This design comes from an exercise in tuning for small area and a short achievable clock period on the open sky130 flow, not from production work.
Only simulation tests tie the RTL to the original design; equivalence was not proved.
Power and IR drop assume default switching activity.

`flow/design.v`:
```
`timescale 1ns/1ps
package rv_pkg;
    localparam int XLEN     = 32;
    localparam int NUM_REGS = 32;
    localparam logic [6:0] OPC_LUI    = 7'b0110111;
    localparam logic [6:0] OPC_OP_IMM = 7'b0010011;
    localparam logic [6:0] OPC_OP     = 7'b0110011;
    localparam logic [6:0] OPC_STORE  = 7'b0100011;
endpackage
`timescale 1ns/1ps
module gpr_file (
    input  logic        clk,
    input  logic [4:0]  i_rs1_addr,
    input  logic [4:0]  i_rs2_addr,
    output logic [31:0] o_rs1_data,
    output logic [31:0] o_rs2_data,
    input  logic        i_wr_en,
    input  logic [4:0]  i_wr_addr,
    input  logic [31:0] i_wr_data
);
    logic [31:0] regs [1:31];
    always_ff @(posedge clk) begin
        for (int i = 1; i < 32; i++) begin
            if (i_wr_en && i_wr_addr == 5'(i)) regs[i] <= i_wr_data;
        end
    end
    always_comb begin
        o_rs1_data = 32'd0;
        o_rs2_data = 32'd0;
        for (int i = 1; i < 32; i++) begin
            if (i_rs1_addr == 5'(i)) o_rs1_data = regs[i];
            if (i_rs2_addr == 5'(i)) o_rs2_data = regs[i];
        end
    end
endmodule
`timescale 1ns/1ps
`timescale 1ns/1ps
`timescale 1ns/1ps
`timescale 1ns/1ps
module rv_core (
    input  logic        clk,
    input  logic        rst_n,
    input  logic [31:0] i_insn,
    output logic [31:0] o_pc,
    input  logic        i_fetch_halt,
    output logic        o_dmem_wr_en,
    output logic [31:0] o_dmem_addr,
    output logic [31:0] o_dmem_wr_data
);
    logic        stall;
    assign stall = i_fetch_halt;
    function automatic logic [31:0] rev32(input logic [31:0] v);
        for (int i = 0; i < 32; i++) rev32[i] = v[31-i];
    endfunction
    logic [29:0] pc_q;
    logic        f_valid;
    logic [31:0] insn_q;
    always_ff @(posedge clk) begin
        if (!rst_n) begin
            pc_q    <= 30'd0;
            f_valid <= 1'b0;
        end else if (!stall) begin
            pc_q    <= pc_q + 30'd1;
            f_valid <= 1'b1;
        end
    end
    always_ff @(posedge clk) begin
        if (!stall) insn_q <= i_insn;
    end
    assign o_pc = {pc_q, 2'b00};
    logic [6:0]  opcode;
    logic [2:0]  funct3;
    logic [6:0]  funct7;
    logic [4:0]  rs1;
    logic [4:0]  rs2;
    logic [4:0]  rd;
    logic        is_lui, is_opi, is_op, is_sw, alu_ok;
    logic        d_wr, d_st, d_neg, d_sll, d_arith;
    logic [2:0]  d_f3;
    logic [31:0] imm;
    logic [31:0] rf1, rf2, rs1v, rs2v, bval;
    logic        x_wr;
    logic [4:0]  x_rd;
    logic [31:0] alu_res;
    assign opcode = insn_q[6:0];
    assign funct3 = insn_q[14:12];
    assign funct7 = insn_q[31:25];
    assign rs1    = insn_q[19:15];
    assign rs2    = insn_q[24:20];
    assign rd     = insn_q[11:7];
    assign is_lui = (opcode == rv_pkg::OPC_LUI);
    assign is_opi = (opcode == rv_pkg::OPC_OP_IMM);
    assign is_op  = (opcode == rv_pkg::OPC_OP);
    assign is_sw  = (opcode == rv_pkg::OPC_STORE) && (funct3 == 3'b010);
    always_comb begin
        if (is_op) begin
            alu_ok = (funct7 == 7'b0) ||
                     (funct7 == 7'b0100000 && (funct3 == 3'b000 || funct3 == 3'b101));
        end else if (funct3 == 3'b001) begin
            alu_ok = (funct7 == 7'b0);
        end else if (funct3 == 3'b101) begin
            alu_ok = (funct7 == 7'b0) || (funct7 == 7'b0100000);
        end else begin
            alu_ok = 1'b1;
        end
    end
    assign d_wr    = f_valid && (rd != 5'd0) && (is_lui || ((is_opi || is_op) && alu_ok));
    assign d_st    = f_valid && is_sw;
    assign d_f3    = (is_opi || is_op) ? funct3 : 3'b000;
    assign d_neg   = (is_opi || is_op) &&
                     (funct3 == 3'b010 || funct3 == 3'b011 || (is_op && funct3 == 3'b000 && funct7[5]));
    assign d_sll   = (is_opi || is_op) && (funct3 == 3'b001);
    assign d_arith = funct7[5];
    always_comb begin
        if (is_lui)      imm = {insn_q[31:12], 12'b0};
        else if (is_opi) imm = {{20{insn_q[31]}}, insn_q[31:20]};
        else             imm = {{20{insn_q[31]}}, insn_q[31:25], insn_q[11:7]};
    end
    gpr_file u_gpr_file (
        .clk        (clk),
        .i_rs1_addr (rs1),
        .i_rs2_addr (rs2),
        .o_rs1_data (rf1),
        .o_rs2_data (rf2),
        .i_wr_en    (x_wr),
        .i_wr_addr  (x_rd),
        .i_wr_data  (alu_res)
    );
    assign rs1v = (x_wr && x_rd == rs1) ? alu_res : rf1;
    assign rs2v = (x_wr && x_rd == rs2) ? alu_res : rf2;
    assign bval = is_op ? rs2v : imm;
    logic        x_st, x_neg, x_arith;
    logic [2:0]  x_f3;
    logic [31:0] x_a, x_b, x_sd;
    always_ff @(posedge clk) begin
        if (!rst_n) begin
            x_wr <= 1'b0;
            x_st <= 1'b0;
        end else if (!stall) begin
            x_wr <= d_wr;
            x_st <= d_st;
        end
    end
    always_ff @(posedge clk) begin
        if (!stall) begin
            x_rd    <= rd;
            x_f3    <= d_f3;
            x_neg   <= d_neg;
            x_arith <= d_arith;
            x_a     <= is_lui ? 32'd0 : (d_sll ? rev32(rs1v) : rs1v);
            x_b     <= d_neg ? ~bval : bval;
            x_sd    <= rs2v;
        end
    end
    logic [32:0] sum33;
    logic [31:0] shr;
    logic        ea, eb;
    assign ea    = (x_f3 == 3'b011) ? 1'b0 : x_a[31];
    assign eb    = (x_f3 == 3'b011) ? 1'b1 : x_b[31];
    assign sum33 = {ea, x_a} + {eb, x_b} + {32'd0, x_neg};
    assign shr   = 32'($signed({x_arith && x_a[31], x_a}) >>> x_b[4:0]);
    always_comb begin
        case (x_f3)
            3'b000:  alu_res = sum33[31:0];
            3'b001:  alu_res = rev32(shr);
            3'b010,
            3'b011:  alu_res = {31'd0, sum33[32]};
            3'b100:  alu_res = x_a ^ x_b;
            3'b101:  alu_res = shr;
            3'b110:  alu_res = x_a | x_b;
            default: alu_res = x_a & x_b;
        endcase
    end
    assign o_dmem_wr_en   = x_st && !stall;
    assign o_dmem_addr    = sum33[31:0];
    assign o_dmem_wr_data = x_sd;
endmodule
```
`flow/run.sh`:
```
#!/bin/bash
# synth_recipe.tcl (not shown) runs the flow's synth.tcl, then flattens the netlist and writes it again
# the make line also repeats each setting of config.mk as NAME=value (left out here)
make -C /OpenROAD-flow-scripts/flow DESIGN_CONFIG=/design/flow/config.mk WORK_HOME=/design/flow/orfs CLKGATE_MAP_FILE= SYNTH_SCRIPT=/design/flow/synth_recipe.tcl finish
```
`flow/config.mk`:
```
export PLATFORM = sky130hd
export DESIGN_NAME = rv_core
export DESIGN_NICKNAME = rv_core
export VERILOG_FILES = /design/flow/design.v
export SDC_FILE = /design/flow/constraint.sdc
export NUM_CORES = 4
export LEC_CHECK = 0
export CAP_MARGIN = 20
export CORE_MARGIN = 2
export CORE_UTILIZATION = 40
export SETUP_SLACK_MARGIN = 0.2
export SLEW_MARGIN = 20
```
`flow/constraint.sdc`:
```
create_clock -name core_clock -period 6.0 [get_ports {clk}]
set_input_delay 1.2000 -clock core_clock [delete_from_list [all_inputs] [get_ports {clk}]]
set_output_delay 1.2000 -clock core_clock [all_outputs]
set_load 0.01 [all_outputs]
```
==> run summary <==
==> cells in the mapped netlist (all sizes together), types with 14 or more instances <==
cell type / n
ha: 65
o211ai: 37
a221o: 24
a21oi: 346
a211o: 18
or2: 15
nand3b: 17
nor3: 95
a22o: 41
nand4: 49
mux4: 44
inv: 117
nand3: 118
or3: 34
o2111ai: 24
buf: 127
nand2b: 43
mux2i: 71
a211oi: 46
a2111oi: 31
nor4: 21
edfxtp: 1130
o22ai: 168
nor3b: 14
xor2: 27
nand2: 348
a21o: 25
a222oi: 55
o22a: 14
o21a: 30
dfxtp: 33
o221ai: 73
a221oi: 71
nor2b: 33
nor2: 363
and3: 68
clkbuf: 242
o31ai: 21
a21boi: 14
o21ai: 332
a31oi: 53
and2: 36
mux2: 54
a22oi: 296
xnor2: 64
==> per-layer routing <==
metal / routed length (um) / GRT usage, %
met5: 142 / 0.0319
met2: 127000 / 56.0
met4: 23500 / 24.5
met1: 110000 / 51.9
met3: 51400 / 15.3
==> kinds of logic (layout without fill, tap and decap cells) <==
| logic type | Yosys count | after routing |
|---|---|---|
| other cells | 1 | 25 |
| simple gates | 1291 | 1291 |
| fa+ha+maj | 67 | 67 |
| xor+xnor | 91 | 91 |
| mux | 169 | 169 |
| flops | 1163 | 1163 |
| compound gates | 1817 | 1817 |
| buf+inv | 489 | 897 |
==> final timing paths <==
kind                                  from  endpoint  slack [ns]  depth (start not counted)
worst max register to register  insn_q[22]    x_b[5]        0.06                         13
worst min register to register     f_valid   f_valid        0.50                          1
worst min-delay path               f_valid   f_valid        0.50                          1
worst max-delay path            insn_q[22]    x_b[5]        0.06                         13
==> worst max-delay path: cells and delay by family (launching register included) <==
kind / cells / cell delay [ns]
AOI/OAI and AO/OA: 5 / 2.01
xor gates and xnor gates: 1 / 0.32
buffers and inverters: 4 / 1.13
DFF: 1 / 0.67
and+or+nand+nor: 3 / 1.50
==> final cells by class <==
type	instances	area share, %
clock buffers	166	5.04
well taps	1930	3.47
diodes	23	0.0828
inverters	120	0.653
repair buffers	544	6.62
flip-flops and latches	1163	49.7
clock inverters	67	1.01
multi-input cells	3437	33.4
==> state kept, by name, summed over array words and instances, names as in the netlist, 3 cells and up <==
signal and flops:
x_a 32, pc_q 30, x_rd 5, insn_q 32, x_b 32, x_f3 3, x_sd 32, u_gpr_file.regs 992
==> report_power, final <==
group	internal (mW)	total [mW]	switching (mW)
Clock	4.63	8.14	3.51
Combinational	1.52	4.98	3.45
Sequential	9.52	9.70	0.184
Total	15.7	22.8	7.15
==> metrics by stage <==
step / setup WS (ns) / cells
finish: 0.0561 / 7450
global route: 0.214 / 7428
CTS: 0.205 / 7420
detailed placement: 0.484 / 7185
global placement: 0.0340 / 7179
floorplan: 0.980 / 5089
==> what timing repair did <==
action / in CTS / in global routing
endpoints found under the setup margin: 3 / 5
hold buffers: 0 / 0
resized for setup: 3 / 4
hold endpoints to repair: 0 / 0
pin swaps: 2 / 2
setup buffers: 2 / 6
==> report_table.html <==
<table>
<tr><th>Metric</th><th>Value</th></tr>
<tr><th colspan="2">Worst setup path</th></tr>
<tr><td>Critical path endpoint category</td><td>flip-flop</td></tr>
<tr><td>Arrival @ worst endpoint</td><td>6.47 ns</td></tr>
<tr><td>Category of the most critical setup path</td><td>flip-flop to flip-flop</td></tr>
<tr><td>Library cell contributing the largest single delay on the critical path</td><td>sky130_fd_sc_hd__a2111oi_0</td></tr>
<tr><td>Kind of launch point of the worst setup path</td><td>flip-flop</td></tr>
<tr><td>Largest fanout of any net on the critical path</td><td>11</td></tr>
<tr><td>Largest incremental delay on the critical path</td><td>0.95 ns</td></tr>
<tr><td>Worst path required time</td><td>6.53 ns</td></tr>
<tr><td>Cell breakdown of the critical path</td><td>buf_8 &gt; buf_4 &gt; or3b_2 &gt; nor2_2 &gt; buf_4 &gt; nor2_1 &gt; a21oi_1 &gt; o22ai_1 &gt; a2111oi_0 &gt; buf_4 &gt; a21oi_1 &gt; a22oi_1 &gt; xnor2_1</td></tr>
<tr><td>Most frequent cell on the critical path</td><td>sky130_fd_sc_hd__buf_4</td></tr>
<tr><th colspan="2">Global routing</th></tr>
<tr><td>Initial antenna violation count</td><td>31</td></tr>
<tr><td>GR Overflow Total</td><td>0</td></tr>
<tr><td>Pin count of the biggest net entering global routing</td><td>143</td></tr>
<tr><td>GRT Util Overall</td><td>40.0%</td></tr>
<tr><td>Global-route wire length before repair</td><td>419 mm</td></tr>
<tr><td>Vias in the first global route</td><td>51000</td></tr>
<tr><th colspan="2">Place</th></tr>
<tr><td>Placed wire-length estimate after detailed placement</td><td>217 mm</td></tr>
<tr><td>Cell area after placement</td><td>65100 sq um</td></tr>
<tr><td>Port Buffer Count</td><td>129</td></tr>
<tr><td>Final weighted congestion in routability-driven placement</td><td>1.04</td></tr>
<tr><th colspan="2">Layout</th></tr>
<tr><td>Sequential cell area in the final layout</td><td>34600 sq um</td></tr>
<tr><td>Most used cells in the layout excluding fill and tap cells</td><td>sky130_fd_sc_hd__edfxtp_1 (1130), sky130_fd_sc_hd__buf_4 (398), sky130_fd_sc_hd__nand2_1 (348)</td></tr>
<tr><td>Commonest non-fill, non-tap cell in the layout</td><td>sky130_fd_sc_hd__edfxtp_1</td></tr>
<tr><td>Number of nets in the layout</td><td>5500</td></tr>
<tr><td>Summed area of non-filler cells in the final layout</td><td>69500 sq um</td></tr>
<tr><td>Final cell utilization of the core</td><td>47.2%</td></tr>
<tr><td>Area growth from synthesis to layout</td><td>17.6%</td></tr>
<tr><td>Share of cells above drive strength 1</td><td>15.6%</td></tr>
<tr><td>Multi-input logic area</td><td>23200 sq um</td></tr>
<tr><td>Count of fill cells added during filler insertion</td><td>13200</td></tr>
<tr><th colspan="2">Yosys</th></tr>
<tr><td>Synth area leader</td><td>sky130_fd_sc_hd__edfxtp_1</td></tr>
<tr><td>Primary FF master, synth</td><td>sky130_fd_sc_hd__edfxtp_1</td></tr>
<tr><td>Fraction of the mapped netlist area in simple logic gates</td><td>10.5%</td></tr>
<tr><td>Area fraction of the dominant cell type after synthesis</td><td>57.4%</td></tr>
<tr><td>Post-synth EDFFs</td><td>1130</td></tr>
<tr><td>Instance count of the mapped netlist</td><td>5088</td></tr>
<tr><td>Mux contribution to synthesized area</td><td>3.91%</td></tr>
<tr><td>Mean area per synthesized cell</td><td>11.6 sq um</td></tr>
<tr><td>Post-synthesis async set-or-reset flop share</td><td>0%</td></tr>
<tr><td>#FFs+latches synth</td><td>1163</td></tr>
<tr><td>XOR/XNOR Fraction of Synth Area</td><td>1.35%</td></tr>
<tr><td>Post-synthesis adder-cell area fraction</td><td>1.44%</td></tr>
<tr><td>Number of synthesis warnings</td><td>3</td></tr>
<tr><td>Cell variety after synth</td><td>98</td></tr>
<tr><td>Cell Area, Synth</td><td>59100 sq um</td></tr>
<tr><td>Dominant combinational cell family by area after synthesis</td><td>compound AO/OA/AOI/OAI gates</td></tr>
<tr><td>Post-synthesis compound-gate area fraction</td><td>21.0%</td></tr>
<tr><td>Area contributors post-synth</td><td>sky130_fd_sc_hd__edfxtp_1 (57%), sky130_fd_sc_hd__a22oi_1 (3.8%), sky130_fd_sc_hd__a21oi_1 (2.9%)</td></tr>
<tr><td>Share of the yosys chip area belonging to registers</td><td>58.5%</td></tr>
<tr><th colspan="2">Routing</th></tr>
<tr><td>Wirelength per Cell</td><td>41.9 um</td></tr>
<tr><td>Total iterations of the first detailed-routing run</td><td>9</td></tr>
<tr><td>Via count normalized by instance count</td><td>7.46</td></tr>
<tr><td>Routed wire length</td><td>312 mm</td></tr>
<tr><td>Number of remaining DRC errors</td><td>0</td></tr>
<tr><td>Vias after detailed routing</td><td>55500</td></tr>
<tr><td>Antenna-violating nets left</td><td>0</td></tr>
<tr><td>Starting DRC count in detailed routing</td><td>12000</td></tr>
<tr><th colspan="2">Hold path</th></tr>
<tr><td>Hold WC Path Type</td><td>flip-flop to flip-flop</td></tr>
<tr><th colspan="2">Power and ir drop</th></tr>
<tr><td>Final Power</td><td>22.8 mW</td></tr>
<tr><td>Total leakage power</td><td>23.5 nW</td></tr>
<tr><td>Power per cell area</td><td>328 nW/um^2</td></tr>
<tr><td>Peak supply drop</td><td>283 uV</td></tr>
<tr><th colspan="2">Clock tree</th></tr>
<tr><td>Reg clk slew, reported paths</td><td>0.06 ns</td></tr>
<tr><td>CTS H-tree lvls</td><td>4</td></tr>
<tr><td>CTS tree</td><td>built</td></tr>
<tr><td>Clock Path Buffers</td><td>3</td></tr>
<tr><td>Worst-skew pair later-pin latency</td><td>0.84 ns</td></tr>
<tr><td>Clock root buffer master</td><td>sky130_fd_sc_hd__clkbuf_16</td></tr>
<tr><td>Clk sink count</td><td>1163</td></tr>
<tr><td>CTS buffer count</td><td>132</td></tr>
<tr><th colspan="2">Floorplanning</th></tr>
<tr><td>Die width</td><td>388 um</td></tr>
<tr><td>Initial Utilization</td><td>40.1%</td></tr>
<tr><td>Die area</td><td>151000 sq um</td></tr>
<tr><td>Number of ports placed on the die boundary</td><td>132</td></tr>
<tr><td>Number of placement rows</td><td>141</td></tr>
<tr><td>Height of the chip</td><td>388 um</td></tr>
<tr><td>Core region area</td><td>147000 sq um</td></tr>
<tr><th colspan="2">STA</th></tr>
<tr><td>Slew Limit Headroom</td><td>15.9%</td></tr>
<tr><td>Clock skew after layout</td><td>0.0598 ns</td></tr>
<tr><td>Final-layout worst hold slack</td><td>0.496 ns</td></tr>
<tr><td>Final clock period utilization by the worst path</td><td>99.1%</td></tr>
<tr><td>Highest attainable clock frequency</td><td>168 MHz</td></tr>
<tr><td>RSZ-0062 raised after global routing</td><td>false</td></tr>
<tr><td>Count of final setup violators</td><td>0</td></tr>
<tr><td>Max-slew violation total from the final report</td><td>0</td></tr>
<tr><td>Fin crit period</td><td>5.94 ns</td></tr>
<tr><td>Setup tns final</td><td>0 ns</td></tr>
<tr><td>Final hold violations</td><td>0</td></tr>
<tr><td>Tightest Pin Transition</td><td>1.26 ns</td></tr>
<tr><th colspan="2">Run status</th></tr>
<tr><td>Run status</td><td>complete, no violations</td></tr>
<tr><th colspan="2">Job</th></tr>
<tr><td>Max_cap viols</td><td>0</td></tr>
</table>

separate check: timing with driven ports:
No port has a modelled driver above. Below, the same layout with a new extraction and two added sets of constraints.
Step 1 sets driving cells, clkbuf_16 on the clock port and buf_2 on the other inputs (assumed; they add their load-dependent delay and slew).
Step 2 adds t to the input delays and takes it off the output delays; t is the mean of the earliest and latest rising clock arrival at the registers after step 1. Input paths then give back, and output paths get back, about the clock's delay inside the block.
a / b / c = ideal ports / drivers / drivers and shift; a / b = the first two.
t, ns: 0.885
setup slack, ns: 0.056 / 0.056 / 0.056
worst hold slack (ns): 0.496 / 0.496 / 0.496
slew at the worst register clock pin (ns): 0.07 / 0.07
cell pins on the clock port's net: 1
After both steps this run still meets setup and hold. For this run, drivers alone change the setup slack by 0.000 ns; drivers and shift together by 0.000 ns.
